Context: an optimization exercise on an open-source flow, tuned for small area, a short achievable clock period and few clock cycles per item. The choices shown serve that exercise and are no tape-out recipe.
Where RTL was checked, it was by simulation tests only, not by an equivalence proof against the original.

==> flow/design.v (excerpt) <==
module ascon_encrypt_1block
(
    input  logic              clk,
    input  logic              reset,
    input  logic              start,
    input  ascon_pkg::block_t key,
    input  ascon_pkg::block_t nonce,
    input  ascon_pkg::block_t ad,
    input  ascon_pkg::block_t pt,
    output ascon_pkg::block_t c,
    output ascon_pkg::block_t t,
    output logic              busy,
    output logic              done
);
==> flow/config.mk <==
export PLATFORM = sky130hd
export DESIGN_NAME = ascon_encrypt_1block
export DESIGN_NICKNAME = ascon_encrypt_1block
export VERILOG_FILES = /design/flow/design.v
export SDC_FILE = /design/flow/constraint.sdc
export NUM_CORES = 4
export LEC_CHECK = 0
export CAP_MARGIN = 20
export CORE_MARGIN = 2
export CORE_UTILIZATION = 55
export CTS_CLUSTER_DIAMETER = 80
export CTS_CLUSTER_SIZE = 20
export SETUP_SLACK_MARGIN = 5.0
export SLEW_MARGIN = 30
export SYNTH_HIERARCHICAL = 1
export SYNTH_MINIMUM_KEEP_SIZE = 0
==> flow/constraint.sdc <==
create_clock -name core_clock -period 8.0 [get_ports {clk}]
set_input_delay 1.6000 -clock core_clock [delete_from_list [all_inputs] [get_ports {clk}]]
set_output_delay 1.6000 -clock core_clock [all_outputs]
set_load 0.01 [all_outputs]
standard.sh (not shown) runs the stock make flow with config.mk's settings and CLKGATE_MAP_FILE= SYNTH_SCRIPT=/design/flow/synth_recipe.tcl, a recipe that flattens the netlist after the stock synthesis.
==> flow/flow/run.sh <==
#!/bin/bash
# Standard layout, with plain buf_1 cells as the port buffers instead of
# the delay buffer that buffer_ports picks by default.
set -euo pipefail
export BUFFER_PORTS_ARGS="-buffer_cell sky130_fd_sc_hd__buf_1"
bash standard.sh > standard.log 2>&1
The first run ran to the end with no violations.
Testbench counts at the start, summed over its fixed seeds: cycles 10,504, items 256.
Change:
--- a/flow/flow/run.sh
+++ b/flow/flow/run.sh
@@ -3 +3,2 @@
-# the delay buffer that buffer_ports picks by default.
+# the delay buffer that buffer_ports picks by default, and timing repair
+# aimed at a 2.9 ns period (the clock constraint stays at the design's).
@@ -5,0 +7 @@
+export SETUP_SLACK_MARGIN=5.1
Settings changed: SETUP_SLACK_MARGIN 5.0 to not set.
After rerunning: Final cell count is unchanged; via count rises slightly; register-to-register slack gains 70 ps; cell area increases slightly; utilization went up by 0.68 points; global-route usage climbs by 0.29 points.
Change:
==> flow/flow/run.sh (replaced) <==
#!/bin/bash
# Standard layout, with plain buf_1 cells as the port buffers instead of
# the delay buffer that buffer_ports picks by default.
set -euo pipefail
export BUFFER_PORTS_ARGS="-buffer_cell sky130_fd_sc_hd__buf_1"
bash standard.sh > standard.log 2>&1
Settings changed: SETUP_SLACK_MARGIN set to 4.8.
What happened:
- synthesized area does not change
- routed wire length falls slightly
- core utilization falls by 1.4 points
- register-to-register slack gets worse by 290 ps
- clock-buffer cell count does not change
- clock skew hardly moves
- global-route usage falls by 0.38 points
Change:
--- a/flow/flow/run.sh
+++ b/flow/flow/run.sh
@@ -3 +3,2 @@
-# the delay buffer that buffer_ports picks by default.
+# the delay buffer that buffer_ports picks by default, and timing repair
+# aimed at a 2.9 ns period (the clock constraint stays at the design's).
@@ -5,0 +7 @@
+export SETUP_SLACK_MARGIN=5.1
Settings changed: GPL_ROUTABILITY_DRIVEN set to 0, SETUP_SLACK_MARGIN 4.8 to not set.
Effect: Setup slack gets better by 240 ps; global-route usage rises by 0.57 points; cell area came out higher by a few percent; first-iteration DRC count came out higher by roughly a tenth; non-clock buffer count grows by 19; via count grows slightly.
Change:
--- a/flow/flow/run.sh
+++ b/flow/flow/run.sh
@@ -4 +4 @@
-# aimed at a 2.9 ns period (the clock constraint stays at the design's).
+# aimed at a 2.8 ns period (the clock constraint stays at the design's).
@@ -7 +7 @@
-export SETUP_SLACK_MARGIN=5.1
+export SETUP_SLACK_MARGIN=5.2
Settings changed: GPL_ROUTABILITY_DRIVEN 0 to not set.
After rerunning:
- area after synthesis stays the same
- count of clock-buffer cells in the layout came out lower by 7
- die area stays the same
- utilization came out higher by 1.7 points
- fmax came out higher by 1.0%
- worst hold slack stays flat
- flip-flop and latch count does not change
- sequential share of layout area came out lower by 0.25 points
- cell area came out higher by about 2.6%
- setup slack improved by 30 ps

* * *

Setup of main:
Another version of the RTL of ascon_encrypt_1block (not shown whole).
Size in the first run: ~710 flip-flops, roughly 41000 µm² of cells after synthesis.
Settings: LEC_CHECK=0, CAP_MARGIN=20, CORE_MARGIN=2, CORE_UTILIZATION=40, CTS_CLUSTER_DIAMETER=80, CTS_CLUSTER_SIZE=20, SLEW_MARGIN=30, SYNTH_HIERARCHICAL=1, SYNTH_MINIMUM_KEEP_SIZE=0; clock period 8.0 ns.
==> flow/flow/run.sh <==
#!/bin/bash
# Standard layout, with plain buf_1 cells as the port buffers instead of
# the delay buffer that buffer_ports picks by default, and timing repair
# aimed at a 2.7 ns period (the clock constraint stays at the design's).
set -euo pipefail
export BUFFER_PORTS_ARGS="-buffer_cell sky130_fd_sc_hd__buf_1"
export SETUP_SLACK_MARGIN=5.3
bash standard.sh > standard.log 2>&1
Changes in the feature branch relative to main:
- changing CORE_UTILIZATION from 40 to 55
- setting SETUP_SLACK_MARGIN to 5.0 for the first time
==> flow/flow/run.sh <==
#!/bin/bash
# Standard layout, with plain buf_1 cells as the port buffers instead of
# the delay buffer that buffer_ports picks by default.
set -euo pipefail
export BUFFER_PORTS_ARGS="-buffer_cell sky130_fd_sc_hd__buf_1"
bash standard.sh > standard.log 2>&1
### Flow results
Of the feature branch and main, the feature branch shows the higher critical path depth, with main below it. Compared with main, in the feature branch post-route cell area -about 15%; proportion of cell area occupied by multi-input gates now sits higher. Compared with main, in the feature branch final period demand of the worst path +0.20 ns; setup slack saw a decrease; count of vias placed by the detailed router dropped about 3.8%. The feature branch vs. main: area added between synthesis and finish went down by 19 points.
Function was not checked in any run of this note: the RTL went through the layout flow alone.

-- what the ideal ports hide --
In the flow no input, the clock included, has a driving cell. The finished layouts below were timed again as built, in two steps. Step 1 (the two cells are an assumption about what drives the block):
set clk [get_ports {clk}]
set_driving_cell -lib_cell sky130_fd_sc_hd__clkbuf_16 $clk
set_driving_cell -lib_cell sky130_fd_sc_hd__buf_2 [delete_from_list [all_inputs] $clk]
Step 2 adds t to the input delays and takes it off the output delays; t is the mean of the earliest and latest rising clock arrival at the registers after step 1. Input paths then give back, and output paths get back, about the clock's delay inside the block. Three values: ideal, step 1, step 2; two values: the first two.
| run | shift t [ns] | setup slack, ns | slew at the worst register clock pin (ns) | worst slew at a driven data input, ns |
|---|---|---|---|---|
| the first run of note 1 | 0.698 | 4.953 / 4.920 / 4.761 | 0.10 / 0.10 | 0.18 |
| the second run of note 1 | 0.697 | 5.019 / 5.019 / 4.783 | 0.10 / 0.10 | 0.17 |
| the third run of note 1 | 0.697 | 4.725 / 4.725 / 4.725 | 0.10 / 0.10 | 0.17 |
| the fourth run of note 1 | 0.681 | 4.964 / 4.964 / 4.786 | 0.09 / 0.09 | 0.15 |
| the fifth run of note 1 | 0.698 | 4.994 / 4.994 / 4.787 | 0.10 / 0.10 | 0.18 |
| main | 0.761 | 5.149 / 5.070 / 4.753 | 0.10 / 0.10 | 0.15 |
| the feature branch | 0.695 | 4.944 / 4.930 / 4.710 | 0.10 / 0.10 | 0.17 |
After both steps setup and hold are still met in every run listed. The setup slack of main, which loses most, moves by -0.079 ns with the drivers and by -0.396 ns with both steps.
